What follows belongs to an exercise in optimizing a design on an open flow for small area and a short achievable clock period; a production flow would make more cautious choices.
At most, simulation tests tie the RTL to the original design; equivalence was not proved.
The RTL of runs 1 and 2 was laid out without a check of its function.
No activity file was given, so power comes from the tool's default toggle rates.

[design/flow/constraint.sdc]
create_clock -name core_clock -period 7.5 [get_ports {clk}]
set_input_delay 1.5000 -clock core_clock [delete_from_list [all_inputs] [get_ports {clk}]]
set_output_delay 1.5000 -clock core_clock [all_outputs]
set_load 0.01 [all_outputs]
[design/flow/standard.sh]
#!/bin/bash
# synth_recipe.tcl (not shown) runs the flow's synth.tcl, then flattens the netlist and writes it again
# the make line also repeats each setting of config.mk as NAME=value (left out here)
make -C /OpenROAD-flow-scripts/flow DESIGN_CONFIG=/design/flow/config.mk WORK_HOME=/design/flow/orfs CLKGATE_MAP_FILE= SYNTH_SCRIPT=/design/flow/synth_recipe.tcl "${@:-finish}"
[design/flow/flow/run.sh]
#!/bin/bash
# Standard ORFS layout; only the clock tree synthesis arguments differ:
# larger sink clusters and no dummy loads.
set -euo pipefail
export CTS_ARGS="-sink_clustering_enable -repair_clock_nets -dont_use_dummy_load -sink_clustering_size 30 -sink_clustering_max_diameter 60"
bash standard.sh > standard.log 2>&1
[design/flow/config.mk]
export PLATFORM = sky130hd
export DESIGN_NAME = mic_pdm_core
export DESIGN_NICKNAME = mic_pdm_core
export VERILOG_FILES = /design/flow/design.v
export SDC_FILE = /design/flow/constraint.sdc
export NUM_CORES = 4
export LEC_CHECK = 0
export CAP_MARGIN = 20
export CORE_MARGIN = 2
export CORE_UTILIZATION = 70
export SETUP_SLACK_MARGIN = 4.1
export SLEW_MARGIN = 20
export SYNTH_HIERARCHICAL = 1
export SYNTH_MINIMUM_KEEP_SIZE = 0
[design/flow/design.v]
module mic_pdm_core #(
  parameter int CLK_DIV = 4,
  parameter int DECIM   = 128,
  parameter int FIFO_AW = 9
) (
  input  logic        clk,
  input  logic        reset,
  input  logic        cs,
  input  logic        read,
  input  logic        write,
  input  logic [4:0]  addr,
  input  logic [31:0] wr_data,
  output logic [31:0] rd_data,
  output logic        mic_clk,
  input  logic        mic_data,
  output logic        mic_lrsel
);
  localparam int W     = $clog2(DECIM + 1);
  localparam int BW    = $clog2(DECIM);
  localparam int DW    = $clog2(CLK_DIV);
  localparam int DEPTH = 2 ** FIFO_AW;
  localparam int CW    = FIFO_AW + 1;
  localparam int GAW   = FIFO_AW - 2;          
  localparam int NG    = 2 ** GAW;             
  localparam int CODEW = 29;                   
  localparam int TB    = 3;                    
  localparam int NTAP  = NG >> TB;
  localparam int QG    = 3;                    
  localparam logic [DW-1:0] DIV_LAST = DW'(CLK_DIV - 1);
  localparam logic [BW-1:0] BIT_LAST = BW'(DECIM - 1);
  logic          en;
  logic          clk_q;
  logic [DW-1:0] div;
  logic          sync1;
  logic          sync2;
  logic [BW-1:0] bit_cnt;
  logic [W-1:0]  ones_cnt;
  logic               ovf;
  logic [CW-1:0]      count;
  logic               empty_q;   
  logic               full_q;    
  logic               c1_q;      
  logic [FIFO_AW-1:0] tidx;      
  logic [FIFO_AW-1:0] xidx;      
  logic [GAW-1:0]     ph;        
  logic [W-1:0]       stage_q [4];         
  logic [W-1:0]       h0_q;      
  logic [CODEW-1:0]   ring [NG];
  logic [CODEW-1:0]   gq [QG];   
  logic [1:0]         gwp, grp;  
  logic [1:0]         gcnt;      
  logic               g_empty, g_full;
  logic [GAW-1:0]     fpos;      
  logic               at_tap;    
  logic [GAW:0]       na;        
  logic               na_eq1, na_ge2;
  logic         sel_w;
  logic         pop_req;
  logic         ctl_wr;
  logic         clr_fifo;
  logic         clr_ovf;
  logic         wrap;
  logic         capture;
  logic         push;
  logic [W-1:0] sample;
  logic         do_pop;
  logic         do_push;
  logic         ovf_evt;
  logic         inc_c, dec_c;
  logic         complete;
  logic         newgrp;
  logic         ins;
  logic [CODEW-1:0] stage_code;
  logic [CODEW-1:0] tap_code;
  logic         fetch_ring, fetch_stage, fetch;
  logic         xcross, deq, fadv;
  logic         inc_na, dec_na, inc_g, dec_g;
  logic [W-1:0] qval;
  logic [W-1:0] second;
  logic         unused;
  function automatic logic [CODEW-1:0] enc(input logic [W-1:0] v0, input logic [W-1:0] v1,
                                           input logic [W-1:0] v2, input logic [W-1:0] v3);
    logic [3:0] m;
    logic       any;
    logic       mv1, mv2, mv3;
    m   = {v3[7], v2[7], v1[7], v0[7]};
    any = |m;
    mv1 = any & ~m[0] & m[1];
    mv2 = any & ~m[0] & ~m[1] & m[2];
    mv3 = any & ~m[0] & ~m[1] & ~m[2];
    enc = {any,
           mv3 ? v0[6:0] : v3[6:0],
           mv2 ? v0[6:0] : v2[6:0],
           mv1 ? v0[6:0] : v1[6:0],
           any ? {3'b000, m} : v0[6:0]};
  endfunction
  function automatic logic [W-1:0] dec(input logic [CODEW-1:0] c, input logic [1:0] lane);
    logic       any;
    logic [3:0] m;
    logic [6:0] f0;
    any = c[28];
    m   = c[3:0];
    if (lane == 2'd0) begin
      if (!any)      f0 = c[6:0];
      else if (m[1]) f0 = c[13:7];
      else if (m[2]) f0 = c[20:14];
      else           f0 = c[27:21];
      dec = (any & m[0]) ? 8'd128 : {1'b0, f0};
    end else begin
      dec = (any & m[lane]) ? 8'd128 : {1'b0, c[7*lane +: 7]};
    end
  endfunction
  assign unused    = &{1'b0, read, addr[4:2], wr_data[31:3]};
  assign mic_lrsel = 1'b0;
  assign mic_clk   = clk_q;
  assign sel_w    = cs & write;
  assign pop_req  = sel_w & (addr[1:0] == 2'd2);
  assign ctl_wr   = sel_w & (addr[1:0] == 2'd3);
  assign clr_fifo = ctl_wr & wr_data[1];
  assign clr_ovf  = ctl_wr & wr_data[2];
  always_ff @(posedge clk or posedge reset) begin
    if (reset) begin
      en <= 1'b0;
    end else if (ctl_wr) begin
      en <= wr_data[0];
    end
  end
  assign wrap    = en && (div == DIV_LAST);
  assign capture = wrap && clk_q;
  always_ff @(posedge clk or posedge reset) begin
    if (reset) begin
      div   <= '0;
      clk_q <= 1'b0;
    end else if (!en) begin
      div   <= '0;
      clk_q <= 1'b0;
    end else begin
      div <= div + DW'(1);
      if (wrap) clk_q <= ~clk_q;
    end
  end
  always_ff @(posedge clk or posedge reset) begin
    if (reset) begin
      sync1 <= 1'b0;
      sync2 <= 1'b0;
    end else begin
      sync1 <= mic_data;
      sync2 <= sync1;
    end
  end
  assign push   = capture && (bit_cnt == BIT_LAST);
  assign sample = ones_cnt + W'(sync2);
  always_ff @(posedge clk or posedge reset) begin
    if (reset) begin
      bit_cnt  <= '0;
      ones_cnt <= '0;
    end else if (!en) begin
      bit_cnt  <= '0;
      ones_cnt <= '0;
    end else if (capture) begin
      bit_cnt <= bit_cnt + BW'(1);
      if (bit_cnt == BIT_LAST) begin
        ones_cnt <= '0;
      end else begin
        ones_cnt <= sample;
      end
    end
  end
  assign do_pop  = pop_req & ~empty_q;
  assign do_push = push & (~full_q | do_pop);
  assign ovf_evt = push & full_q & ~do_pop;
  assign full_q = count[CW-1];
  assign inc_c = do_push & ~do_pop;
  assign dec_c = do_pop & ~do_push;
  always_ff @(posedge clk or posedge reset) begin
    if (reset) begin
      count   <= '0;
      empty_q <= 1'b1;
      c1_q    <= 1'b0;
    end else if (clr_fifo) begin
      count   <= '0;
      empty_q <= 1'b1;
      c1_q    <= 1'b0;
    end else if (inc_c) begin
      count   <= count + CW'(1);
      empty_q <= 1'b0;
      c1_q    <= empty_q;
    end else if (dec_c) begin
      count   <= count - CW'(1);
      empty_q <= c1_q;
      c1_q    <= (count == CW'(2));
    end
  end
  assign complete = (tidx[1:0] == 2'd3);
  assign newgrp   = do_push & complete;
  always_ff @(posedge clk or posedge reset) begin
    if (reset) begin
      tidx <= '1;
      xidx <= FIFO_AW'(1);
      ph   <= '0;
    end else if (clr_fifo) begin
      tidx <= '1;
      xidx <= FIFO_AW'(1);
      ph   <= '0;
    end else begin
      if (do_push) tidx <= tidx + FIFO_AW'(1);
      if (do_pop)  xidx <= xidx + FIFO_AW'(1);
      ph <= ph + GAW'(1);
    end
  end
  always_ff @(posedge clk) begin
    for (int l = 0; l < 4; l++) begin
      if (do_push && (tidx[1:0] == 2'(l - 1))) stage_q[l] <= sample;
    end
  end
  assign stage_code = enc(stage_q[0], stage_q[1], stage_q[2], stage_q[3]);
  assign ins = complete & (ph == tidx[FIFO_AW-1:2]);
  always_ff @(posedge clk) begin
    ring[NG-1] <= ins ? stage_code : ring[0];
    for (int p = 0; p < NG - 1; p++) ring[p] <= ring[p+1];
  end
  assign xcross      = do_pop & (xidx[1:0] == 2'd3);
  assign fetch_ring  = na_ge2 & at_tap;
  assign fetch_stage = na_eq1 & complete;
  assign fetch       = (fetch_ring | fetch_stage) & (~g_full | xcross) & ~clr_fifo;
  assign deq         = xcross & (~g_empty | fetch);
  assign fadv        = fetch | (xcross & g_empty);
  always_comb begin
    tap_code = '0;
    for (int j = 0; j < NTAP; j++)
      tap_code = tap_code | (ring[(2 ** TB) * j] & {CODEW{fpos[GAW-1:TB] == (GAW-TB)'(j)}});
  end
  assign inc_na      = newgrp & ~fadv;
  assign dec_na      = fadv & ~newgrp;
  assign inc_g       = fetch & ~deq;
  assign dec_g       = deq & ~fetch;
  always_ff @(posedge clk) begin
    if (fetch) gq[gwp] <= na_ge2 ? tap_code : stage_code;
  end
  always_ff @(posedge clk or posedge reset) begin
    if (reset) begin
      gwp    <= '0;
      grp    <= '0;
      fpos   <= '0;
      at_tap <= 1'b1;
    end else if (clr_fifo) begin
      gwp    <= '0;
      grp    <= '0;
      fpos   <= '0;
      at_tap <= 1'b1;
    end else begin
      if (fetch) gwp <= (gwp == 2'(QG - 1)) ? 2'd0 : gwp + 2'd1;
      if (deq)   grp <= (grp == 2'(QG - 1)) ? 2'd0 : grp + 2'd1;
      if (!fadv) begin
        fpos   <= fpos - GAW'(1);
        at_tap <= (fpos[TB-1:0] == TB'(1));
      end
    end
  end
  always_ff @(posedge clk or posedge reset) begin
    if (reset) begin
      gcnt    <= '0;
      g_empty <= 1'b1;
      g_full  <= 1'b0;
    end else if (clr_fifo) begin
      gcnt    <= '0;
      g_empty <= 1'b1;
      g_full  <= 1'b0;
    end else if (inc_g) begin
      gcnt    <= gcnt + 2'd1;
      g_empty <= 1'b0;
      g_full  <= (gcnt == 2'(QG - 1));
    end else if (dec_g) begin
      gcnt    <= gcnt - 2'd1;
      g_empty <= (gcnt == 2'd1);
      g_full  <= 1'b0;
    end
  end
  always_ff @(posedge clk or posedge reset) begin
    if (reset) begin
      na     <= '0;
      na_eq1 <= 1'b0;
      na_ge2 <= 1'b0;
    end else if (clr_fifo) begin
      na     <= '0;
      na_eq1 <= 1'b0;
      na_ge2 <= 1'b0;
    end else if (inc_na) begin
      na     <= na + (GAW+1)'(1);
      na_eq1 <= (na == '0);
      na_ge2 <= na_ge2 | na_eq1;
    end else if (dec_na) begin
      na     <= na - (GAW+1)'(1);
      na_eq1 <= (na == (GAW+1)'(2));
      na_ge2 <= na_ge2 & (na != (GAW+1)'(2));
    end
  end
  assign qval   = dec(gq[grp], xidx[1:0]);
  assign second = g_empty ? stage_q[xidx[1:0]] : qval;
  always_ff @(posedge clk or posedge reset) begin
    if (reset) begin
      h0_q <= '0;
    end else if (clr_fifo) begin
      h0_q <= '0;
    end else if (do_pop) begin
      if (c1_q) h0_q <= do_push ? sample : '0;
      else      h0_q <= second;
    end else if (do_push && empty_q) begin
      h0_q <= sample;
    end
  end
  always_ff @(posedge clk or posedge reset) begin
    if (reset) begin
      ovf <= 1'b0;
    end else if (ovf_evt) begin
      ovf <= 1'b1;
    end else if (clr_ovf) begin
      ovf <= 1'b0;
    end
  end
  mic_pdm_rd_b0 u_rd0 (
    .a0(addr[0]), .a1(addr[1]), .h(h0_q[0]), .s(empty_q), .e(en), .y(rd_data[0])
  );
  mic_pdm_rd_lo u_rd1 (.a0(addr[0]), .a1(addr[1]), .h(h0_q[1]), .s(full_q), .y(rd_data[1]));
  mic_pdm_rd_lo u_rd2 (.a0(addr[0]), .a1(addr[1]), .h(h0_q[2]), .s(ovf),    .y(rd_data[2]));
  mic_pdm_rd_lo u_rd3 (.a0(addr[0]), .a1(addr[1]), .h(h0_q[3]), .s(en),     .y(rd_data[3]));
  for (genvar k = 4; k < W; k++) begin : g_rdh
    mic_pdm_rd_head u_rd (.a0(addr[0]), .a1(addr[1]), .d(h0_q[k]), .y(rd_data[k]));
  end
  for (genvar k = 0; k < CW; k++) begin : g_rdc
    mic_pdm_rd_cnt u_rd (.a0(addr[0]), .a1(addr[1]), .d(count[k]), .y(rd_data[8+k]));
  end
  assign rd_data[31:8+CW] = '0;
endmodule
module mic_pdm_rd_b0 (
  input  logic a0,
  input  logic a1,
  input  logic h,
  input  logic s,
  input  logic e,
  output logic y
);
  assign y = a1 ? e : (a0 ? s : h);
endmodule
module mic_pdm_rd_lo (
  input  logic a0,
  input  logic a1,
  input  logic h,
  input  logic s,
  output logic y
);
  assign y = ~a1 & (a0 ? s : h);
endmodule
module mic_pdm_rd_head (
  input  logic a0,
  input  logic a1,
  input  logic d,
  output logic y
);
  assign y = d & ~a0 & ~a1;
endmodule
module mic_pdm_rd_cnt (
  input  logic a0,
  input  logic a1,
  input  logic d,
  output logic y
);
  assign y = d & a0 & ~a1;
endmodule
==> results of run 1 <==
-- power breakdown --
group          internal (W)  leakage, nW  switching, W
logic              0.000743         3.60       0.00169
registers            0.0212         32.2      0.000289
clock network       0.00386         1.98       0.00569
total                0.0258         37.8       0.00767
-- cell usage in the layout, fill, tap and decap left out, drive strengths merged, types with 11 or more instances in the layout --
master	n
nor3	30
nand2	107
mux2i	81
a21oi	102
nor4	12
edfxtp	119
and2	22
a221oi	28
and3	16
inv	29
clkbuf	162
dfrtp	73
o21ai	68
a222oi	30
dfstp	13
nand3	52
nand2b	11
ha	31
xor2	19
xnor2	26
nor2	113
nor2b	20
dfxtp	3712
conb	15
buf	110
mux2	44
a32oi	11
a22oi	104
a22o	39
-- state kept, by name (all words and copies together) (netlist names), 2 cells and up --
signal    cells
bit_cnt       7
count        10
div           2
fpos          7
gcnt          2
gq           87
grp           2
gwp           2
h0_q          8
na            8
ones_cnt      8
ph            7
ring       3712
stage_q      32
tidx          9
xidx          2
-- through the flow --
stage               hold WS, ps  util, %  cell area (µm²)  setup WS (ps)
floorplan                   310        -            89100           3670
global placement            310     72.7            91400           2110
detailed placement          312     72.7            91400           2090
CTS                         256     76.2            95800           3970
global route                259     76.3            96000           3960
finish                      257     76.3            96000           3980
-- critical path, cell delays in order --
cell and delay, ps:
buf_16 110, buf_6 120, o21ai_1 130, buf_2 150
-- cells by family after synthesis --
kind of cell / Yosys count / synth area share, %
adder cells (fa/ha/maj): 33 / 0.482
other: 1 / 0.00423
flip-flops: 3917 / 90.2
XOR/XNOR: 45 / 0.453
AND/OR/NAND/NOR: 440 / 2.55
buffers and inverters: 145 / 0.743
multiplexers: 132 / 1.65
AO/OA/AOI/OAI: 482 / 3.88
-- area by class of cell --
class | count | area share, %
diodes | 1 | 0.00261
well taps | 1650 | 2.15
repair inverters | 1 | 0.00913
clock buffers | 161 | 4.20
multi-input cells | 1147 | 8.98
flip-flops and latches | 3917 | 83.4
repair buffers | 118 | 1.09
inverters | 32 | 0.142
-- what timing repair did --
item                                    in CTS  in global routing
buffers inserted                            20                 11
cloned                                       4                  1
hold buffers                                 0                  0
pin swaps                                   11                 10
resized for setup                          134                 22
endpoints found under the setup margin     245                 42
-- synth_stat cells (13+ instances only) --
cell	n
and3_1	16
a22o_1	39
buf_2	29
nor2b_1	20
nand3_1	49
ha_1	31
buf_4	21
mux2i_1	81
clkbuf_1	54
mux2_2	43
dfxtp_1	3712
and2_1	22
o21ai_0	65
nor2_1	112
nand2_1	107
inv_1	29
a221oi_1	28
edfxtp_1	119
a22oi_1	104
a222oi_1	30
xnor2_1	25
a21oi_1	100
dfrtp_1	73
nor3_1	29
xor2_1	19
dfstp_2	13
-- per-layer routing --
metal	up-vias	track usage (%)	share of wire [%]
li1	17300	-	-
met1	17900	35.7	47
met2	706	38.7	45
met3	260	4.21	4.8
met4	0	7.74	3.0
met5	-	0	0
-- worst paths after layout --
path,start,endpoint,slack (ps),cells after the start
max in group asynchronous,reset,grp[1],5070,3
worst min register to register,ring[68][27],ring[67][27],260,0
min in group asynchronous,reset,na[4],1140,2
worst max-delay path,addr[1],rd_data[0],3980,4
worst min-delay path,ring[68][27],ring[67][27],260,0
worst max register to register,fpos[5],gq[2][17],4110,8
-- Yosys stat by module (local to each module, per instance) --
| module | times used | cell area, µm² | flip-flops and latches | cells inside |
|---|---|---|---|---|
| mic_pdm_core | 1 | 88500 | 3917 | 5172 |
| mic_pdm_rd_b0 | 1 | 18.8 | 0 | 3 |
| mic_pdm_rd_cnt | 10 | 8.76 | 0 | 1 |
| mic_pdm_rd_head | 4 | 12.5 | 0 | 1 |
| mic_pdm_rd_lo | 3 | 13.8 | 0 | 2 |
==> summary.txt, run 1 <==
HP Class: reg2reg
Initial Util: 70.6%
top cell type by total area after synthesis: dfxtp_1
Die H: 360 µm
CTS Buf Count: 161
most used flip-flop cell after synthesis: dfxtp_1
Post-synth ARST share: 2.20%
Final Max Slew Viols: 0
area taken by flip-flops and latches: 80100 µm²
flops & latches, synth: 3917
share of cells above drive strength 1: 8.15%
Die X: 360 µm
initial antenna violation count: 8
post-synthesis sequential area ratio: 90.2%
Core Box Area: 126000 µm²
RePlAce Congestion: 0.928
Setup Skew: 82.8 ps
clk root buf: clkbuf_16
later-pin clock latency in the skew report: 820 ps
maxcap violations: 0
DR pass1 iterations: 9
setup TNS: 0 ps
EDFF count, synth: 119
post-layout power: 0.0335 W
Synth area leaders: dfxtp_1, edfxtp_1, dfrtp_1, mux2i_1, a22oi_1
TritonCTS clock tree: built
area growth from synthesis to layout: 8.18%
total gr overflow: 0
Nets: 5454
final cell count without fillers: 7027
P per Cell Area: 349 nW/µm²
worst-path fanout max: 6
Mapped Cells: 5195
actual slew at the worst max-slew pin: 1030 ps
# port buffers: 28
CTS Sinks: 3917
Synth Cell Area: 88700 µm²
status: finished clean
Worst EP required: 6000 ps
Routed WL: 159 mm
hpwl dp: 95.3 mm
Iteration-0 DRC Markers: 3138
drt wl/cell: 22.6 µm
min Tclk post-route: 3520 ps
# H-tree levels: 4
DP Cell Count: 6829
Fin. Hold Viols: 0
multi-input logic area: 8620 µm²
layout filler cell count: 7047
max_slew headroom: 29.1%
Ports: 77
first-pass GRT wire length: 233 mm
critical path type: in2out
DR vias: 36200
Longest Clk Path Bufs: 3
fin crit share: 47.0%
DRT antenna net count: 0
Synth cell types: 89
unrepaired setup endpoints after global routing: true
Mean Syn Cell Area: 17.1 µm²
share of the synthesized area in the top cell type: 83.8%
warnings from Yosys: 9
CP endpoint kind: output pin
Post-route DRC: 0
Pleak: 37.8 nW
Clock transition at path regs: 100 ps
startpoint types: input pin
Row Count: 130
full die area: 130000 µm²
number of global-route vias before repair: 36200
largest net degree at the start of global routing: 57
Via density: 5.16
setup violators final: 0
Max VDD drop: 318 µV
All-Layer GR Usage: 24.7%
crit path DAT: 2020 ps
Highest Clock Rate: 284 MHz
==> run 2, diff against run 1 <==
--- a/design/flow/config.mk
+++ b/design/flow/config.mk
@@ -5,6 +5,7 @@
 export SDC_FILE = /design/flow/constraint.sdc
 export NUM_CORES = 4
 export LEC_CHECK = 0
+export ABC_AREA = 1
 export CAP_MARGIN = 20
 export CORE_MARGIN = 2
 export CORE_UTILIZATION = 70
==> run 2 against run 1 <==
  * Still clean on timing, DRC and antenna
  * Design area is 0.49% lower
  * Combinational power shrank 18%
  * Synthesized cell count is 9.6% higher
  * First-iteration DRC count is 13% lower
  * Area after synthesis hardly changed
  * Clock-buffer cell count up 1
  * Sequential power about the same
  * Sequential cell count is the same
  * Sequential share of layout area grew 0.39 points
  * Critical path depth up 2
  * Total power down 2.1%
  * Setup slack got worse by 57 ps
  * Largest power group unchanged
  * Highest routed layer unchanged
==> summary.txt, run 2 <==
# H-tree levels: 4 (unchanged)
reg-to-reg endpoint: gq[2][13]
Highest Clock Rate: 279 MHz (-1.6%)
clk root buf: clkbuf_16
maxcap violations: 0 (unchanged)
Synth cell types: 56 (-37%)
FF-to-FF Start: fpos[6]
Longest Clk Path Bufs: 3 (unchanged)
Setup Skew: 70.0 ps (-12.7 ps)
most used flip-flop cell after synthesis: dfxtp_1
fin crit share: 47.7% (+0.76 points)
top cell type by total area after synthesis: dfxtp_1
Final Util: 76.0% (-0.37 points)
Max VDD drop: 284 µV (-11%)
DR vias: 37100 (+2.3%)
Critical Path Source: addr[1]
first-pass GRT wire length: 218 mm (-6.2%)
Finished Cell Area: 95500 µm² (-0.49%)
actual slew at the worst max-slew pin: 1020 ps (-12.5 ps)
R2R cell count: 8 (unchanged)
switching share of power: 22.2% (-0.69 points)
full die area: 130000 µm² (about the same)
placed inst area: 91100 µm² (-0.36%)
Mapped Cells: 5696 (+9.6%)
Die X: 360 µm (about the same)
Post-route DRC: 0 (unchanged)
startpoint types: input pin
biggest registers after layout: ring x3712, gq x87, stage_q x32
RePlAce Congestion: 0.842 (-9.3%)
Row Count: 130 (unchanged)
CP peak stage delay: 140 ps (about the same)
Via density: 4.94 (-4.2%)
All-Layer GR Usage: 22.7% (-2.0 points)
slowest stage cell on the critical path: buf_12
Clock transition at path regs: 100 ps (about the same)
Post-synth ARST share: 2.20% (unchanged)
setup TNS: 0 ps (unchanged)
flops & latches, synth: 3917 (unchanged)
Psw: 0.00728 W (-5.0%)
post-synthesis sequential area ratio: 90.2% (about the same)
unrepaired setup endpoints after global routing: true
# port buffers: 28 (unchanged)
Core Box Area: 126000 µm² (unchanged)
number of global-route vias before repair: 36200 (-0.0055%)
Pint: 0.0255 W (-1.2%)
HP Class: reg2reg
Mean Syn Cell Area: 15.6 µm² (-8.8%)
Largest Register: ring
Ports: 77 (unchanged)
most common cell after layout, fill and taps aside: dfxtp_1
DRT antenna net count: 0 (unchanged)
max_slew headroom: 31.7% (+2.6 points)
Routed WL: 146 mm (-8.0%)
CTS Hold Bufs: 0 (unchanged)
CP Cell Sequence: buf_12, buf_12, inv_4, nand2_4, nor2_4, buf_6
worst-path fanout max: 5 (-1)
hpwl dp: 85.5 mm (-10%)
Synth area leaders: dfxtp_1, edfxtp_1, nand2_1, dfrtp_1, nand3_1
crit-path leading delay family: buffers and inverters
Pleak: 38.5 nW (+2.0%)
Fin. Hold Viols: 0 (unchanged)
Iteration-0 DRC Markers: 2730 (-13%)
Nets: 5929 (+8.7%)
R2R Setup Slk: 4070 ps (-40 ps)
most frequent cells after synthesis: dfxtp_1, nand2_1, inv_1
clock power share: 29.0% (+0.5 points)
DR pass1 iterations: 7 (-2)
drt wl/cell: 19.5 µm (-14%)
area growth from synthesis to layout: 7.63%
setup violators final: 0 (unchanged)
WP depth: 6 (+2)
CTS Sinks: 3917 (unchanged)
total gr overflow: 0 (unchanged)
TritonCTS clock tree: built
CP dominant cell by count: buf_12
status: finished clean
Synth Cell Area: 88700 µm² (about the same)
initial antenna violation count: 7 (-1)
most frequent cells in the layout: dfxtp_1, nand2_1, inv_1
CP endpoint kind: output pin
Die H: 360 µm (about the same)
crit path DAT: 2080 ps (+60 ps)
min Tclk post-route: 3580 ps (+57.0 ps)
warnings from Yosys: 9 (unchanged)
CP Capture Point: rd_data[3]
Final Max Slew Viols: 0 (unchanged)
largest net degree at the start of global routing: 71 (+25%)
share of cells above drive strength 1: 6.08% (-2.1 points)
Comb pwr share: 6.1% (-1.2 points)
sequential share of power: 65.0% (+0.8 points)
P per Cell Area: 343 nW/µm² (-1.6%)
cell with the most instances after synthesis: dfxtp_1
share of the synthesized area in the top cell type: 83.7% (about the same)
Worst EP required: 6000 ps (about the same)
EDFF count, synth: 119 (unchanged)
Worst Path Buf+Inv: 4 (+1)
later-pin clock latency in the skew report: 810 ps (about the same)
CTS Buf Count: 162 (+0.62%)
Largest register FFs: 3712 (unchanged)
critical path type: in2out
Initial Util: 70.6% (about the same)
-- run 2: cell types whose count changed in the layout (fill, tap and decap cells not counted), sizes merged, moves of 44 or more --
cell	change
nand2	+563
inv	+163
a22oi	-102
nand3	+97
mux2i	-81
o21ai	+76
buf	-45
mux2	-44
nor2	+44
-- run 2: cell families (layout without fill, tap and decap cells) --
logic type / after synthesis / after routing / synth area share [%]
simple gates: 1026 / 1026 / 4.84
compound gates: 404 / 404 / 2.89
flops: 3917 / 3917 / 90.2
fa+ha+maj: 33 / 33 / 0.482
xor+xnor: 21 / 21 / 0.207
other cells: 1 / 16 / 0.00423
buf+inv: 294 / 435 / 1.37
-- run 2: power groups by stage --
stage	registers (W)	clock network, W	logic (W)
6_report	0.0213	0.00951	0.00199
5_1_grt	0.0213	0.0104	0.00211
4_1_cts	0.0213	0.00970	0.00198
2_1_floorplan	0.0217	0	0.00105
3_5_place_dp	0.0218	0	0.00195
3_3_place_gp	0.0218	0	0.00191
-- run 2: modules after synthesis, one instance, submodules excluded --
module / flops+latches / cell area [µm²] / copies in the design / cells inside
mic_pdm_rd_b0: 0 / 35.0 / 1 / 9
mic_pdm_rd_head: 0 / 13.8 / 4 / 3
mic_pdm_rd_lo: 0 / 25.0 / 3 / 6
mic_pdm_rd_cnt: 0 / 10.0 / 10 / 2
mic_pdm_core: 3917 / 88500 / 1 / 5637
-- run 2: metal layers --
metal	routed length (µm)	up-vias	track usage, %
met1	72400	17900	34.3
met5	0	-	0
li1	-	18200	-
met3	6480	241	3.73
met2	62900	720	33.9
met4	4210	0	7.19
-- run 2: how the worst min path moves through the flow --
stage,from,end,cells after the start
floorplan,ring[1][0],ring[0][0],0
global placement,ring[68][12],ring[67][12],0
detailed placement,ring[102][0],ring[101][0],0
CTS,ring[108][28],ring[107][28],0
global route,ring[108][28],ring[107][28],0
finish,ring[108][28],ring[107][28],0
-- run 2: timing repair --
item	CTS	global route
gates resized for setup	147	27
hold endpoints to repair	0	0
gates cloned	3	0
buffers inserted	9	2
pin swaps	17	8
setup endpoints to repair	242	46
-- run 2: metrics by stage --
stage / worst slack [ps] / hold WS [ps] / cells / total power, W
after global placement: 2180 / 310 / 7325 / 0.0237
final: 3920 / 277 / 7502 / 0.0328
after CTS: 3890 / 269 / 7499 / 0.0330
after global routing: 3900 / 262 / 7501 / 0.0338
after detailed placement: 2140 / 312 / 7325 / 0.0237
after floorplan: 3990 / 310 / 5710 / 0.0228
-- run 2: cell type report --
class / instances / area [µm²]
fill: 7446 / 30200
clock buffer: 162 / 4050
timing repair buffer: 73 / 728
tap: 1650 / 2060
inverter: 200 / 788
antenna: 1 / 2.50
sequential: 3917 / 80100
multi-input combinational: 1499 / 7820
==> run 3, diff against run 2 <==
--- a/design/flow/design.v
+++ b/design/flow/design.v
@@ -16,8 +16,8 @@
   output logic        mic_lrsel
 );
   localparam int W     = $clog2(DECIM + 1);
-  localparam int BW    = $clog2(DECIM);
-  localparam int DW    = $clog2(CLK_DIV);
+  localparam int BW    = (DECIM > 1) ? $clog2(DECIM) : 1;
+  localparam int DW    = (CLK_DIV > 1) ? $clog2(CLK_DIV) : 1;
   localparam int DEPTH = 2 ** FIFO_AW;
   localparam int CW    = FIFO_AW + 1;
   localparam int GAW   = FIFO_AW - 2;          
@@ -135,8 +135,12 @@
       div   <= '0;
       clk_q <= 1'b0;
     end else begin
-      div <= div + DW'(1);
-      if (wrap) clk_q <= ~clk_q;
+      if (wrap) begin
+        div   <= '0;
+        clk_q <= ~clk_q;
+      end else begin
+        div   <= div + DW'(1);
+      end
     end
   end
   always_ff @(posedge clk or posedge reset) begin
@@ -158,10 +162,11 @@
       bit_cnt  <= '0;
       ones_cnt <= '0;
     end else if (capture) begin
-      bit_cnt <= bit_cnt + BW'(1);
       if (bit_cnt == BIT_LAST) begin
+        bit_cnt  <= '0;
         ones_cnt <= '0;
       end else begin
+        bit_cnt  <= bit_cnt + BW'(1);
         ones_cnt <= sample;
       end
     end
@@ -169,25 +174,28 @@
   assign do_pop  = pop_req & ~empty_q;
   assign do_push = push & (~full_q | do_pop);
   assign ovf_evt = push & full_q & ~do_pop;
-  assign full_q = count[CW-1];
   assign inc_c = do_push & ~do_pop;
   assign dec_c = do_pop & ~do_push;
   always_ff @(posedge clk or posedge reset) begin
     if (reset) begin
       count   <= '0;
       empty_q <= 1'b1;
+      full_q  <= 1'b0;
       c1_q    <= 1'b0;
     end else if (clr_fifo) begin
       count   <= '0;
       empty_q <= 1'b1;
+      full_q  <= 1'b0;
       c1_q    <= 1'b0;
     end else if (inc_c) begin
       count   <= count + CW'(1);
       empty_q <= 1'b0;
+      full_q  <= (count == CW'(DEPTH - 1));
       c1_q    <= empty_q;
     end else if (dec_c) begin
       count   <= count - CW'(1);
       empty_q <= c1_q;
+      full_q  <= 1'b0;
       c1_q    <= (count == CW'(2));
     end
   end
@@ -225,11 +233,7 @@
   assign fetch       = (fetch_ring | fetch_stage) & (~g_full | xcross) & ~clr_fifo;
   assign deq         = xcross & (~g_empty | fetch);
   assign fadv        = fetch | (xcross & g_empty);
-  always_comb begin
-    tap_code = '0;
-    for (int j = 0; j < NTAP; j++)
-      tap_code = tap_code | (ring[(2 ** TB) * j] & {CODEW{fpos[GAW-1:TB] == (GAW-TB)'(j)}});
-  end
+  assign tap_code    = ring[(2 ** TB) * fpos[GAW-1:TB]];
   assign inc_na      = newgrp & ~fadv;
   assign dec_na      = fadv & ~newgrp;
   assign inc_g       = fetch & ~deq;
==> run 3 against run 2 <==
  * Still clean
  * Register-to-register slack improved by 180 ps
  * Core utilization increased by 0.18 points
  * Critical path depth unchanged
  * Synthesized cell count increased by 1.0%
  * Hold slack got worse by 30 ps
  * Final cell count increased by 0.83%
  * Clock-buffer cell count decreased by 3
  * Non-clock buffer count increased by 11
  * Design area increased by 0.23%
  * Area after synthesis increased by 0.11%
  * Critical endpoint unchanged
  * Largest cell class unchanged
==> summary.txt, run 3 <==
status: finished clean
startpoint types: input pin
Row Count: 130 (unchanged)
Setup Skew: 75.1 ps (+5.09 ps)
clk root buf: clkbuf_16
CTS Buf Count: 159 (-1.9%)
total gr overflow: 0 (unchanged)
full die area: 130000 µm² (+0.11%)
drt wl/cell: 18.6 µm (-4.6%)
cell with the most instances after synthesis: dfxtp_1
TritonCTS clock tree: built
hpwl dp: 83.1 mm (-2.8%)
maxcap violations: 0 (unchanged)
Synth cell types: 56 (unchanged)
Max VDD drop: 322 µV (+13%)
Largest Register: ring
HP Class: reg2reg
Highest Clock Rate: 279 MHz (-0.20%)
later-pin clock latency in the skew report: 800 ps (about the same)
number of global-route vias before repair: 36200 (+0.18%)
share of cells above drive strength 1: 6.28% (+0.19 points)
most used flip-flop cell after synthesis: dfxtp_1
Initial Util: 70.7% (+0.076 points)
crit-path leading delay family: buffers and inverters
fin crit share: 47.8% (+0.096 points)
post-layout power: 0.0336 W (+2.3%)
Routed WL: 140 mm (-3.8%)
Pleak: 38.5 nW (about the same)
biggest registers after layout: ring x3712, gq x87, stage_q x32
first-pass GRT wire length: 213 mm (-2.4%)
max_slew headroom: 28.2% (-3.6 points)
EDFF count, synth: 119 (unchanged)
Post-route DRC: 0 (unchanged)
Worst EP required: 6000 ps (about the same)
DRT antenna net count: 0 (unchanged)
CP Cell Sequence: buf_12, buf_12, clkinv_4, nand2_4, nor2_2, buf_2
setup TNS: 0 ps (unchanged)
# port buffers: 28 (unchanged)
top cell type by total area after synthesis: dfxtp_1
flops & latches, synth: 3918 (+0.026%)
Post-synth ARST share: 2.22% (+0.025 points)
Die H: 360 µm (about the same)
RePlAce Congestion: 0.870 (+3.4%)
most common cell after layout, fill and taps aside: dfxtp_1
Fin. Hold Viols: 0 (unchanged)
multi-input logic area: 8090 µm² (+3.5%)
initial antenna violation count: 4 (-3)
most frequent cells in the layout: dfxtp_1, nand2_1, clkbuf_16
worst hold slack: 247 ps (-29.7 ps)
Synth Cell Area: 88800 µm² (+0.11%)
# H-tree levels: 4 (unchanged)
Mapped Cells: 5755 (+1.0%)
Longest Clk Path Bufs: 3 (unchanged)
Synth area leaders: dfxtp_1, edfxtp_1, nand2_1, dfrtp_1, nand3_1
setup violators final: 0 (unchanged)
CP peak stage delay: 150 ps (about the same)
most frequent cells after synthesis: dfxtp_1, nand2_1, inv_1
Iteration-0 DRC Markers: 2622 (-4.0%)
Largest register FFs: 3712 (unchanged)
Worst Path Buf+Inv: 4 (unchanged)
actual slew at the worst max-slew pin: 1070 ps (+44.7 ps)
slowest stage cell on the critical path: buf_12
layout filler cell count: 7469 (+0.31%)
largest net degree at the start of global routing: 67 (-5.6%)
DR pass1 iterations: 8 (+1)
post-synthesis sequential area ratio: 90.1% (about the same)
DR vias: 36900 (-0.45%)
critical path type: in2out
P per Cell Area: 351 nW/µm² (+2.1%)
Ports: 77 (unchanged)
Final Max Slew Viols: 0 (unchanged)
All-Layer GR Usage: 21.8% (-0.91 points)
Die X: 360 µm (about the same)
Clock transition at path regs: 110 ps (about the same)
CP dominant cell by count: buf_12
Via density: 4.88 (-1.3%)
worst-path fanout max: 6 (+1)
CP endpoint kind: output pin
min Tclk post-route: 3590 ps (+7.21 ps)
Mean Syn Cell Area: 15.4 µm² (-0.92%)
area taken by flip-flops and latches: 80100 µm² (about the same)
CTS Sinks: 3918 (+0.026%)
area growth from synthesis to layout: 7.77%
share of the synthesized area in the top cell type: 83.7% (-0.090 points)
Core Box Area: 126000 µm² (unchanged)
warnings from Yosys: 9 (unchanged)
unrepaired setup endpoints after global routing: true
CTS Hold Bufs: 0 (unchanged)
crit path DAT: 2090 ps (about the same)
Nets: 5990 (+1.0%)
run 3: changes by cell type after synthesis, moves of 12 or more:
cell,previous run,this run
nand4_1,28,79
a221oi_1,44,13
a211oi_1,18,6
a22o_1,35,21
a21oi_1,106,71
nand2_1,664,789
nand3_1,143,130
inv_1,185,156
o21ai_0,140,126
run 3: per-stage QoR:
stage | worst slack, ps | utilization, % | area, µm² | instances
5_1_grt | 3880 | 76.1 | 95700 | 7562
6_report | 3910 | 76.1 | 95700 | 7564
4_1_cts | 3900 | 75.9 | 95400 | 7555
3_5_place_dp | 2110 | 72.5 | 91100 | 7382
3_3_place_gp | 2150 | 72.5 | 91100 | 7382
2_1_floorplan | 3670 | - | 88900 | 5769
run 3: layout make-up:
cell class              instances  share of cell area (%)
multi-input cells            1581                    8.45
well taps                    1650                    2.16
inverters                     170                   0.707
flip-flops and latches       3918                    83.6
diodes                          2                 0.00523
repair buffers                 84                   0.876
clock buffers                 159                    4.16
run 3: metal layers:
layer | part of all wire (%) | global-route usage, % | wire length [µm] | vias to the layer above
met5 | 0 | 0 | 0 | -
met4 | 3.0 | 6.74 | 4230 | 0
met3 | 4.0 | 3.22 | 5570 | 270
met2 | 43 | 33.0 | 61000 | 637
met1 | 50 | 32.9 | 69600 | 17700
li1 | - | - | - | 18300
run 3: logic make-up after synthesis:
family,Yosys count,share of synthesized area [%]
other cells,1,0.00422
simple gates,1202,5.75
compound gates,306,2.10
buf+inv,270,1.26
xor+xnor,20,0.197
flops,3918,90.1
fa+ha+maj,33,0.482
mux,5,0.0606
run 3: where the power goes:
group          switching, W  internal [W]  leakage, nW  total [W]
sequential         0.000249        0.0212         32.1     0.0215
combinational       0.00191      0.000743         4.41    0.00265
clock               0.00560       0.00381         1.96    0.00942
total               0.00776        0.0258         38.5     0.0336
run 3: what timing repair did:
item / in CTS / in global routing
gates resized for setup: 125 / 64
cloned: 4 / 0
endpoints found under the setup margin: 215 / 35
pin swaps: 19 / 15
buffers inserted: 10 / 7
run 3: worst reg2reg max path, delay by kind of cell, from the launching register on:
family	cells	cell delay, ps
buf+inv	2	640
flops	1	460
compound gates	1	370
simple gates	7	1500
run 3: modules after synthesis (local to each module, per instance):
module           cell area (µm²)  cells  flip-flops and latches
mic_pdm_core               88600   5696                    3918
mic_pdm_rd_b0               35.0      9                       0
mic_pdm_rd_lo               25.0      6                       0
mic_pdm_rd_head             13.8      3                       0
mic_pdm_rd_cnt              10.0      2                       0
run 3: path summary, 6_finish.rpt:
path	startpoint	slack, ps	end	cells after the start
hold / removal	ring[53][4]	250	ring[52][4]	0
hold reg to reg	ring[53][4]	250	ring[52][4]	0
setup reg to reg	fpos[3]	4250	gq[0][28]	10
setup / recovery	addr[1]	3910	rd_data[3]	6
max in group asynchronous	reset	5080	en	3
min in group asynchronous	reset	1110	count[6]	2
==> run 4, diff against run 3 <==
==> design/flow/flow/run.sh (replaced) <==
#!/bin/bash
# Standard ORFS layout with two changes:
#  - clock tree synthesis: larger sink clusters and no dummy loads;
#  - pin placement: the address pins and the read data pins are kept in one
#    group, so the combinational address-to-read-data paths stay short.
set -euo pipefail
export CTS_ARGS="-sink_clustering_enable -repair_clock_nets -dont_use_dummy_load -sink_clustering_size 30 -sink_clustering_max_diameter 60"
grp="addr[0] addr[1] cs write"
for i in $(seq 0 17); do grp="$grp rd_data[$i]"; done
export PLACE_PINS_ARGS="-group_pins {$grp}"
bash standard.sh > standard.log 2>&1
==> run 4 against run 3 <==
  * Synthesized cell count unchanged
  * Global-route usage rose by 0.42 points
  * Core utilization is essentially flat
  * Still clean
  * Clock skew grew 10 ps
  * Critical path depth fell by 1
  * First-iteration DRC count down 5.7%
  * Routed wire length increased by 2.0%
  * Fmax rose by 3.1%
  * Non-clock buffer count increased by 4
  * Setup slack better by 110 ps
==> summary.txt, run 4 <==
status: finished clean
Max VDD drop: 279 µV (-13%)
reg-to-reg endpoint: gq[2][14]
pre-CTS setup slack: 1720 ps (-381 ps)
Largest register FFs: 3712 (unchanged)
post-synthesis sequential area ratio: 90.1% (unchanged)
biggest registers after layout: ring x3712, gq x87, stage_q x32
warnings from Yosys: 9 (unchanged)
# H-tree levels: 4 (unchanged)
drt wl/cell: 18.9 µm (+1.9%)
most common cell after layout, fill and taps aside: dfxtp_1
area growth from synthesis to layout: 7.75% (about the same)
TritonCTS clock tree: built
fin crit share: 46.4% (-1.4 points)
post-layout power: 0.0336 W (+0.20%)
full die area: 130000 µm² (unchanged)
Antenna diodes: 0 (-2)
Routed WL: 143 mm (+2.0%)
hold depth: 0 (unchanged)
R2R Setup Slk: 4270 ps (+20 ps)
Post-route DRC: 0 (unchanged)
maxcap violations: 0 (unchanged)
flops & latches, synth: 3918 (unchanged)
Ports: 77 (unchanged)
Clock transition at path regs: 100 ps (about the same)
most used flip-flop cell after synthesis: dfxtp_1
DR pass1 iterations: 5 (-3)
CP endpoint kind: output pin
Iteration-0 DRC Markers: 2472 (-5.7%)
Fin. Hold Viols: 0 (unchanged)
Final Max Slew Viols: 0 (unchanged)
first-pass GRT wire length: 216 mm (+1.7%)
CTS Sinks: 3918 (unchanged)
crit path DAT: 1980 ps (-110 ps)
Core Box Area: 126000 µm² (unchanged)
min Tclk post-route: 3480 ps (-108 ps)
Longest Clk Path Bufs: 3 (unchanged)
Synth area leaders: dfxtp_1, edfxtp_1, nand2_1, dfrtp_1, nand3_1
FF-to-FF Start: fpos[5]
CTS Buf Count: 160 (+0.63%)
clk root buf: clkbuf_16
critical path type: in2out
DRT antenna net count: 0 (unchanged)
top cell type by total area after synthesis: dfxtp_1
Die H: 360 µm (unchanged)
share of cells above drive strength 1: 6.42% (+0.15 points)
Nets: 5996 (+0.10%)
total gr overflow: 0 (unchanged)
setup TNS: 0 ps (unchanged)
worst-path fanout max: 6 (unchanged)
CTS Hold Bufs: 0 (unchanged)
initial antenna violation count: 1 (-3)
Pleak: 38.6 nW (+0.24%)
worst hold slack: 256 ps (+8.43 ps)
actual slew at the worst max-slew pin: 1070 ps (+2.80 ps)
Initial Util: 70.7% (unchanged)
Mean Syn Cell Area: 15.4 µm² (unchanged)
hpwl dp: 83.0 mm (about the same)
most frequent cells in the layout: dfxtp_1, nand2_1, clkbuf_16
# port buffers: 28 (unchanged)
R2R cell count: 10 (unchanged)
worst setup margin: 4020 ps (+108 ps)
setup violators final: 0 (unchanged)
most frequent cells after synthesis: dfxtp_1, nand2_1, inv_1
Final Util: 76.1% (about the same)
Worst EP required: 6000 ps (about the same)
max_slew headroom: 28.3% (+0.13 points)
number of global-route vias before repair: 36500 (+0.79%)
All-Layer GR Usage: 22.2% (+0.42 points)
Via density: 4.90 (+0.36%)
Mapped Cells: 5755 (unchanged)
startpoint types: input pin
P per Cell Area: 351 nW/µm² (+0.22%)
largest net degree at the start of global routing: 56 (-16%)
Row Count: 130 (unchanged)
later-pin clock latency in the skew report: 800 ps (about the same)
Synth cell types: 56 (unchanged)
min-delay src: ring[102][7]
share of the synthesized area in the top cell type: 83.7% (unchanged)
cell with the most instances after synthesis: dfxtp_1
Largest Register: ring
EDFF count, synth: 119 (unchanged)
Setup Skew: 85.2 ps (+10.1 ps)
Die X: 360 µm (unchanged)
Post-synth ARST share: 2.22% (unchanged)
unrepaired setup endpoints after global routing: true
HP Class: reg2reg
RePlAce Congestion: 0.848 (-2.5%)
Hold Crit Endpoint: ring[101][7]
DR vias: 37100 (+0.41%)
Synth Cell Area: 88800 µm² (unchanged)
Highest Clock Rate: 287 MHz (+3.1%)
-- run 4: cells by family (layout without fill, tap and decap cells) --
| logic type | Yosys count | in the layout | synth area share, % |
|---|---|---|---|
| xor gates and xnor gates | 20 | 20 | 0.197 |
| DFF | 3918 | 3918 | 90.1 |
| adders and majority gates | 33 | 33 | 0.482 |
| and+or+nand+nor | 1202 | 1203 | 5.75 |
| AOI/OAI and AO/OA | 306 | 306 | 2.10 |
| buffers and inverters | 270 | 418 | 1.26 |
| muxes | 5 | 5 | 0.0606 |
| other | 1 | 15 | 0.00422 |
-- run 4: power by group --
group | switching (W) | internal, W | leakage (nW)
logic | 0.00196 | 0.000721 | 4.49
registers | 0.000234 | 0.0212 | 32.1
clock network | 0.00564 | 0.00384 | 1.97
-- run 4: area by class of cell --
class / instances / area [µm²]
flip-flops and latches: 3918 / 80100
fillers: 7442 / 30000
multi-input cells: 1582 / 8060
clock buffers: 160 / 4000
well taps: 1650 / 2060
repair buffers: 88 / 821
inverters: 170 / 691
-- run 4: what timing repair did --
action / CTS / global route
cloned: 2 / 4
pin swaps: 6 / 29
endpoints found under the setup margin: 202 / 36
resized for setup: 108 / 76
buffers inserted: 8 / 13
-- run 4: worst max-delay path by stage --
stage | endpoint | cells after the start | slack [ps] | from
finish | rd_data[1] | 5 | 4020 | addr[0]
global route | rd_data[3] | 5 | 3980 | addr[0]
CTS | rd_data[0] | 5 | 4030 | addr[1]
detailed placement | na[5] | 12 | 1720 | addr[1]
global placement | na[5] | 12 | 1770 | addr[1]
floorplan | gq[0][0] | 7 | 3670 | cs
-- run 4: per-layer routing --
metal,track usage [%],routed length [µm],up-vias
met5,0,0,-
met4,7.04,3670,0
met3,2.88,5140,225
met2,33.6,62800,610
met1,33.8,71600,17900
li1,-,-,18400
-- run 4: stage by stage --
step	std cells	area (µm²)
after floorplan	5769	88900
final	7568	95700
after detailed placement	7381	91100
after global routing	7568	95700
after global placement	7381	91100
after CTS	7551	95200
-- run 4: per-module statistics from Yosys, one instance, submodules excluded --
module / flip-flops and latches / cells / cell area, µm² / copies in the design
mic_pdm_rd_head: 0 / 3 / 13.8 / 4
mic_pdm_rd_cnt: 0 / 2 / 10.0 / 10
mic_pdm_rd_b0: 0 / 9 / 35.0 / 1
mic_pdm_core: 3918 / 5696 / 88600 / 1
mic_pdm_rd_lo: 0 / 6 / 25.0 / 3
-- run 4: critical path, stage by stage --
cell	delay, ps
clkbuf_16	130
nand2_1	60
nand2_1	60
nor2_2	90
buf_2	140
==> run 5, diff against run 4 <==
--- a/design/flow/design.v
+++ b/design/flow/design.v
@@ -16,8 +16,8 @@
   output logic        mic_lrsel
 );
   localparam int W     = $clog2(DECIM + 1);
-  localparam int BW    = (DECIM > 1) ? $clog2(DECIM) : 1;
-  localparam int DW    = (CLK_DIV > 1) ? $clog2(CLK_DIV) : 1;
+  localparam int BW    = $clog2(DECIM);
+  localparam int DW    = $clog2(CLK_DIV);
   localparam int DEPTH = 2 ** FIFO_AW;
   localparam int CW    = FIFO_AW + 1;
   localparam int GAW   = FIFO_AW - 2;          
@@ -135,12 +135,8 @@
       div   <= '0;
       clk_q <= 1'b0;
     end else begin
-      if (wrap) begin
-        div   <= '0;
-        clk_q <= ~clk_q;
-      end else begin
-        div   <= div + DW'(1);
-      end
+      div <= div + DW'(1);
+      if (wrap) clk_q <= ~clk_q;
     end
   end
   always_ff @(posedge clk or posedge reset) begin
@@ -162,11 +158,10 @@
       bit_cnt  <= '0;
       ones_cnt <= '0;
     end else if (capture) begin
+      bit_cnt <= bit_cnt + BW'(1);
       if (bit_cnt == BIT_LAST) begin
-        bit_cnt  <= '0;
         ones_cnt <= '0;
       end else begin
-        bit_cnt  <= bit_cnt + BW'(1);
         ones_cnt <= sample;
       end
     end
==> run 5 against run 4 <==
  * Via count is 0.65% lower
  * Area after synthesis barely moved
  * Final cell count hardly changed
  * Sequential power about the same
  * Hold slack better by 30 ps
  * Setup slack better by 24 ps
  * Core utilization shrank 0.091 points
  * Fmax grew 0.69%
  * Largest cell class unchanged
  * Highest routed layer unchanged
==> summary.txt, run 5 <==
status: finished clean
startpoint types: input pin
CP endpoint kind: output pin
All-Layer GR Usage: 21.8% (-0.43 points)
most frequent cells after synthesis: dfxtp_1, nand2_1, inv_1
# port buffers: 28 (unchanged)
R2R cell count: 9 (-1)
Mapped Cells: 5750 (-0.087%)
Synth cell types: 57 (+1.8%)
area taken by flip-flops and latches: 80100 µm² (about the same)
Largest Register: ring
Critical Path Source: addr[0]
setup violators final: 0 (unchanged)
DR top layer: met4
biggest registers after layout: ring x3712, gq x87, stage_q x32
worst-path fanout max: 6 (unchanged)
pre-CTS setup slack: 2230 ps (+506 ps)
Synth Area in Compound Gates: 2.08% (-0.015 points)
critical path type: in2out
Synth Cell Area: 88800 µm² (about the same)
DR vias: 36800 (-0.65%)
warnings from Yosys: 9 (unchanged)
CTS Buf Count: 159 (-0.63%)
crit path DAT: 1960 ps (-20 ps)
post-synthesis sequential area ratio: 90.1% (about the same)
max_slew headroom: 34.5% (+6.2 points)
Finished Cell Area: 95600 µm² (-0.12%)
P per Cell Area: 350 nW/µm² (-0.54%)
Post-synth ARST share: 2.22% (unchanged)
placed inst area: 91200 µm² (about the same)
Nets: 5987 (-0.15%)
DRT antenna net count: 0 (unchanged)
most used flip-flop cell after synthesis: dfxtp_1
post-layout power: 0.0334 W (-0.66%)
area growth from synthesis to layout: 7.63%
Iteration-0 DRC Markers: 2447 (-1.0%)
Row Count: 130 (unchanged)
HP Class: reg2reg
WL met2: 60.8 mm (-3.2%)
CP Capture Point: rd_data[5]
most frequent cells in the layout: dfxtp_1, nand2_1, clkbuf_16
CTS Sinks: 3918 (unchanged)
Routed WL: 141 mm (-1.9%)
Post-Synth Adder-Cell Area: 0.482% (about the same)
actual slew at the worst max-slew pin: 973 ps (-96.3 ps)
unrepaired setup endpoints after global routing: true
Die X: 360 µm (about the same)
Ports: 77 (unchanged)
fin crit share: 46.1% (-0.32 points)
share of cells above drive strength 1: 6.31% (-0.11 points)
most common cell after layout, fill and taps aside: dfxtp_1
maxcap violations: 0 (unchanged)
total gr overflow: 0 (unchanged)
Worst EP required: 6000 ps (about the same)
multi-input logic area: 8050 µm² (-0.22%)
# H-tree levels: 4 (unchanged)
Via density: 4.87 (-0.56%)
Die H: 360 µm (about the same)
Final Max Slew Viols: 0 (unchanged)
drt wl/cell: 18.6 µm (-1.8%)
Post-route DRC: 0 (unchanged)
initial antenna violation count: 4 (+3)
EDFF count, synth: 119 (unchanged)
DR pass1 iterations: 5 (unchanged)
met1 wire length: 70.5 mm (-1.5%)
layout filler cell count: 7452 (+0.13%)
number of global-route vias before repair: 36300 (-0.48%)
Synth Area in Simple Gates: 5.85% (+0.098 points)
hpwl dp: 83.2 mm (+0.14%)
mux contribution to synthesized area: 0% (-0.061 points)
first-pass GRT wire length: 214 mm (-1.1%)
Fin. Hold Viols: 0 (unchanged)
Core Box Area: 126000 µm² (unchanged)
CTS Hold Bufs: 0 (unchanged)
FF-to-FF Start: fpos[6]
later-pin clock latency in the skew report: 780 ps (-20 ps)
Synth area leaders: dfxtp_1, edfxtp_1, nand2_1, dfrtp_1, nand3_1
Clock transition at path regs: 100 ps (about the same)
DR WL met3: 5.08 mm (-1.1%)
reg-to-reg endpoint: gq[2][27]
Max VDD drop: 251 µV (-9.9%)
Initial Util: 70.6% (about the same)
clk root buf: clkbuf_16
worst setup margin: 4040 ps (+23.9 ps)
share of the synthesized area in the top cell type: 83.7% (about the same)
setup TNS: 0 ps (unchanged)
full die area: 130000 µm² (about the same)
Largest register FFs: 3712 (unchanged)
R2R Setup Slk: 4250 ps (-20 ps)
Highest Clock Rate: 289 MHz (+0.69%)
top cell type by total area after synthesis: dfxtp_1
XOR/XNOR share of the synthesized area: 0.187% (-0.0098 points)
min Tclk post-route: 3460 ps (-23.9 ps)
flops & latches, synth: 3918 (unchanged)
Pleak: 38.7 nW (+0.17%)
Longest Clk Path Bufs: 3 (unchanged)
Mean Syn Cell Area: 15.4 µm² (about the same)
combinational family with the most area after synthesis: simple AND/OR/NAND/NOR gates
cell with the most instances after synthesis: dfxtp_1
worst hold slack: 285 ps (+29.6 ps)
Setup Skew: 71.9 ps (-13.3 ps)
largest net degree at the start of global routing: 53 (-5.4%)
RePlAce Congestion: 0.848 (about the same)
TritonCTS clock tree: built
[run 5: cell types whose count changed in the layout (fill, tap and decap cells not counted), sizes merged, moves of 4 or more]
cell / delta
a22o: -5
nand4: -13
nand3: -9
nor2: -4
clkbuf: -5
buf: -6
a21oi: +5
o22ai: +6
nand2: +39
a221oi: +12
o21ai: -17
[run 5: worst min-delay path by stage]
stage                        startpoint       endpoint  cells past startpoint
final                     ring[126][16]  ring[125][16]                      0
after global routing      ring[126][16]  ring[125][16]                      0
after CTS                 ring[126][16]  ring[125][16]                      0
after detailed placement  ring[111][13]  ring[110][13]                      0
after global placement     ring[52][16]   ring[51][16]                      0
after floorplan              ring[1][0]     ring[0][0]                      0
[run 5: critical path, cell delays in order]
cell and delay [ps]:
buf_12 120, inv_1 50, nand2_1 80, nor2_4 110, buf_6 100
[run 5: what timing repair did]
action / CTS / global route
resized for setup: 125 / 53
gates cloned: 3 / 1
endpoints found under the hold margin: 0 / 0
pin swaps: 14 / 23
setup buffers: 9 / 3
endpoints found under the setup margin: 182 / 36
[run 5: logic make-up after synthesis]
logic type,Yosys count
AOI/OAI and AO/OA,305
and+or+nand+nor,1214
buffers and inverters,260
xor gates and xnor gates,19
DFF,3918
other,1
adders and majority gates,33
[run 5: layer usage]
metal / vias to the layer above / track usage, %
li1: 18300 / -
met1: 17700 / 33.0
met2: 601 / 32.8
met3: 239 / 3.17
met4: 0 / 7.09
met5: - / 0
[run 5: layout make-up]
type	instances	share of cell area, %
Tap cell	1650	2.16
Timing Repair Buffer	78	0.792
Sequential cell	3918	83.8
Inverter	168	0.711
Multi-Input combinational cell	1586	8.41
Antenna cell	2	0.00523
Clock buffer	159	4.16
[run 5: per-module statistics from Yosys, one instance, submodules excluded]
module	cells	copies in the design	area, µm²	flip-flops and latches
mic_pdm_rd_lo	6	3	25.0	0
mic_pdm_rd_b0	9	1	35.0	0
mic_pdm_rd_head	3	4	13.8	0
mic_pdm_core	5691	1	88600	3918
mic_pdm_rd_cnt	2	10	10.0	0
[run 5: power by group]
part	internal (W)	switching (W)
logic	0.000701	0.00181
registers	0.0212	0.000247
clock network	0.00382	0.00561
total	0.0257	0.00767
[run 5: stage by stage]
stage               util, %  std cells
floorplan                 -       5764
finish                 76.0       7561
CTS                    75.9       7555
global placement       72.5       7383
global route           76.0       7559
detailed placement     72.5       7384
==> run 6, diff against run 5 <==
==> design/flow/flow/run.sh (replaced) <==
#!/bin/bash
# Standard ORFS layout with two changes:
#  - clock tree synthesis: larger sink clusters and no dummy loads;
#  - pin placement: the address pins and the read data pins are kept in one
#    group, so the combinational address-to-read-data paths stay short.
set -euo pipefail
export CTS_ARGS="-sink_clustering_enable -repair_clock_nets -dont_use_dummy_load -sink_clustering_size 18 -sink_clustering_max_diameter 50 -buf_list {sky130_fd_sc_hd__clkbuf_8 sky130_fd_sc_hd__clkbuf_16}"
grp="addr[0] addr[1] cs write"
for i in $(seq 0 17); do grp="$grp rd_data[$i]"; done
export PLACE_PINS_ARGS="-group_pins {$grp}"
bash standard.sh > standard.log 2>&1
==> run 6 against run 5 <==
  * Sequential cell count is the same
  * Clock skew shrank 2.5 ps
  * Non-clock buffer count grew 5
  * Area after synthesis is the same
  * Sequential share of layout area shrank 2.5 points
==> summary.txt, run 6 <==
first-pass GRT wire length: 231 mm (+8.2%)
flops & latches, synth: 3918 (unchanged)
Largest Register: ring
pre-CTS setup slack: 2230 ps (unchanged)
critical path type: in2out
clk root buf: clkbuf_16
largest net degree at the start of global routing: 53 (unchanged)
number of global-route vias before repair: 39500 (+8.7%)
Synth cell types: 57 (unchanged)
Post-synth ARST share: 2.22% (unchanged)
later-pin clock latency in the skew report: 900 ps (+120 ps)
Synth Area in Simple Gates: 5.85% (unchanged)
layout filler cell count: 6871 (-7.8%)
All-Layer GR Usage: 23.7% (+1.9 points)
Largest register FFs: 3712 (unchanged)
CP dominant cell by count: nand2_1
Initial Util: 70.6% (unchanged)
RePlAce Congestion: 0.848 (unchanged)
status: finished clean
initial antenna violation count: 4 (unchanged)
actual slew at the worst max-slew pin: 1030 ps (+56.7 ps)
DR vias: 38200 (+3.8%)
total gr overflow: 0 (unchanged)
DR pass1 iterations: 6 (+1)
Antenna diodes: 0 (-2)
Final Max Slew Viols: 0 (unchanged)
Row Count: 130 (unchanged)
Core Box Area: 126000 µm² (unchanged)
XOR/XNOR share of the synthesized area: 0.187% (unchanged)
Synth Cell Area: 88800 µm² (unchanged)
share of cells above drive strength 1: 8.08% (+1.8 points)
slowest stage cell on the critical path: buf_2
Routed WL: 152 mm (+7.9%)
CP peak stage delay: 140 ps (+20 ps)
Mapped Cells: 5750 (unchanged)
HP Class: reg2reg
startpoint types: input pin
setup violators final: 0 (unchanged)
Clock transition at path regs: 70 ps (-30 ps)
area growth from synthesis to layout: 10.9%
Post-route DRC: 0 (unchanged)
Mean Syn Cell Area: 15.4 µm² (unchanged)
Nets: 6108 (+2.0%)
fin crit share: 46.1% (about the same)
worst setup margin: 4040 ps (-0.170 ps)
Post-Synth Adder-Cell Area: 0.482% (unchanged)
# port buffers: 28 (unchanged)
top cell type by total area after synthesis: dfxtp_1
biggest registers after layout: ring x3712, gq x87, stage_q x32
P per Cell Area: 373 nW/µm² (+6.7%)
TritonCTS clock tree: built
hpwl dp: 83.2 mm (unchanged)
Highest Clock Rate: 289 MHz (about the same)
Synth Area in Compound Gates: 2.08% (unchanged)
post-synthesis sequential area ratio: 90.1% (unchanged)
Die X: 360 µm (unchanged)
Worst EP required: 6000 ps (about the same)
# H-tree levels: 5 (+1)
most frequent cells in the layout: dfxtp_1, nand2_1, clkbuf_16
Iteration-0 DRC Markers: 2464 (+0.69%)
Via density: 4.98 (+2.2%)
worst-path fanout max: 6 (unchanged)
min Tclk post-route: 3460 ps (+0.170 ps)
Fin. Hold Viols: 0 (unchanged)
CP endpoint kind: output pin
DRT antenna net count: 0 (unchanged)
drt wl/cell: 19.8 µm (+6.3%)
most common cell after layout, fill and taps aside: dfxtp_1
Max VDD drop: 246 µV (-2.3%)
maxcap violations: 0 (unchanged)
CP Cell Sequence: buf_12, nand2_1, nand2_1, nor2_2, buf_2
CTS Sinks: 3918 (unchanged)
CTS Buf Count: 274 (+72%)
setup TNS: 0 ps (unchanged)
Setup Skew: 69.5 ps (-2.46 ps)
combinational family with the most area after synthesis: simple AND/OR/NAND/NOR gates
Synth area leaders: dfxtp_1, edfxtp_1, nand2_1, dfrtp_1, nand3_1
Die H: 360 µm (unchanged)
crit path DAT: 1960 ps (about the same)
most used flip-flop cell after synthesis: dfxtp_1
worst hold slack: 286 ps (+0.126 ps)
mux contribution to synthesized area: 0% (unchanged)
max_slew headroom: 31.4% (-3.1 points)
most frequent cells after synthesis: dfxtp_1, nand2_1, inv_1
unrepaired setup endpoints after global routing: true
Ports: 77 (unchanged)
share of the synthesized area in the top cell type: 83.7% (unchanged)
Pleak: 40.1 nW (+3.7%)
CTS Hold Bufs: 0 (unchanged)
full die area: 130000 µm² (unchanged)
DP Cell Count: 7384 (unchanged)
EDFF count, synth: 119 (unchanged)
warnings from Yosys: 9 (unchanged)
final cell count without fillers: 7680 (+1.6%)
Longest Clk Path Bufs: 4 (+1)
cell with the most instances after synthesis: dfxtp_1
run 6: power breakdown:
part | switching (W) | internal [W] | total [W]
combinational | 0.00181 | 0.000692 | 0.00251
sequential | 0.000252 | 0.0212 | 0.0215
clock | 0.00626 | 0.00647 | 0.0127
total | 0.00832 | 0.0284 | 0.0367
run 6: cells by family (layout without fill, tap and decap cells):
| kind of cell | Yosys count | in the layout |
|---|---|---|
| adders and majority gates | 33 | 33 |
| DFF | 3918 | 3918 |
| AOI/OAI and AO/OA | 305 | 305 |
| and+or+nand+nor | 1214 | 1215 |
| other | 1 | 15 |
| xor gates and xnor gates | 19 | 19 |
| buffers and inverters | 260 | 525 |
run 6: worst max-delay path, delay by kind of cell:
family / cells / cell delay (ps)
buffers and inverters: 2 / 260
and+or+nand+nor: 3 / 190
run 6: timing repair:
item                                    CTS  global route
endpoints found under the setup margin  171            33
pin swaps                                12            19
endpoints found under the hold margin     0             0
setup buffers                             6            11
gates resized for setup                 128            40
cloned                                    3             2
run 6: final cells by class:
type	instances	area [µm²]	share of cell area [%]
sequential	3918	80100	81.3
multi-input combinational	1587	8030	8.16
tap	1650	2060	2.10
timing repair buffer	83	783	0.795
clock buffer	274	6860	6.96
inverter	168	679	0.690
run 6: per-layer routing:
metal	part of all wire [%]	wire, µm	global-route usage, %
met1	47	71700	33.9
met3	3.8	5730	3.38
met4	3.1	4690	8.59
met5	0	0	0
met2	46	69600	37.4
run 6: final timing paths:
kind / slack, ps / to / start / cells past startpoint
max: 4040 / rd_data[2] / addr[0] / 5
min: 290 / ring[125][14] / ring[126][14] / 0
max reg2reg: 4240 / gq[0][10] / fpos[5] / 10
min reg2reg: 290 / ring[125][14] / ring[126][14] / 0
max in group asynchronous: 5160 / gwp[1] / reset / 3
min in group asynchronous: 1130 / count[7] / reset / 2
run 6: metrics by stage:
step / power [W] / cell area, µm² / util, %
2_1_floorplan: 0.0233 / 88900 / -
6_report: 0.0367 / 98500 / 78.3
3_3_place_gp: 0.0243 / 91100 / 72.5
4_1_cts: 0.0369 / 98200 / 78.1
3_5_place_dp: 0.0244 / 91200 / 72.5
5_1_grt: 0.0379 / 98500 / 78.3
run 6: Yosys stat by module (local to each module, per instance):
module | flops+latches | cells | copies in the design | cell area, µm²
mic_pdm_rd_b0 | 0 | 9 | 1 | 35.0
mic_pdm_core | 3918 | 5691 | 1 | 88600
mic_pdm_rd_cnt | 0 | 2 | 10 | 10.0
mic_pdm_rd_head | 0 | 3 | 4 | 13.8
mic_pdm_rd_lo | 0 | 6 | 3 | 25.0

## static timing again, ports no longer ideal
No port has a modelled driver above. Below, the same layouts with a new extraction and two added sets of constraints. Step 1: set_driving_cell puts a clkbuf_16 on clk and a buf_2 on each other input, an assumption about the parent block. Step 2 adds t to the input delays and takes it off the output delays; t is the mean of the earliest and latest rising clock arrival at the registers after step 1. Input paths then give back, and output paths get back, about the clock's delay inside the block. Slacks: no drivers / after step 1 / after step 2; pairs: no drivers / after step 1.
| run | shift t [ns] | setup slack, ns | pins driven straight from the clock port |
|---|---|---|---|
| run 1 | 0.848 | 3.976 / 3.760 / 3.240 | 1 |
| run 2 | 0.843 | 3.919 / 3.822 / 3.446 | 1 |
| run 3 | 0.852 | 3.912 / 3.821 / 3.399 | 1 |
| run 4 | 0.847 | 4.020 / 3.821 / 3.482 | 1 |
| run 5 | 0.835 | 4.044 / 3.859 / 3.359 | 1 |
| run 6 | 0.935 | 4.044 / 3.840 / 3.336 | 1 |
After both steps every run listed still meets setup and hold. The setup slack of run 1, which loses most, moves by -0.216 ns with the drivers and by -0.736 ns with both steps.
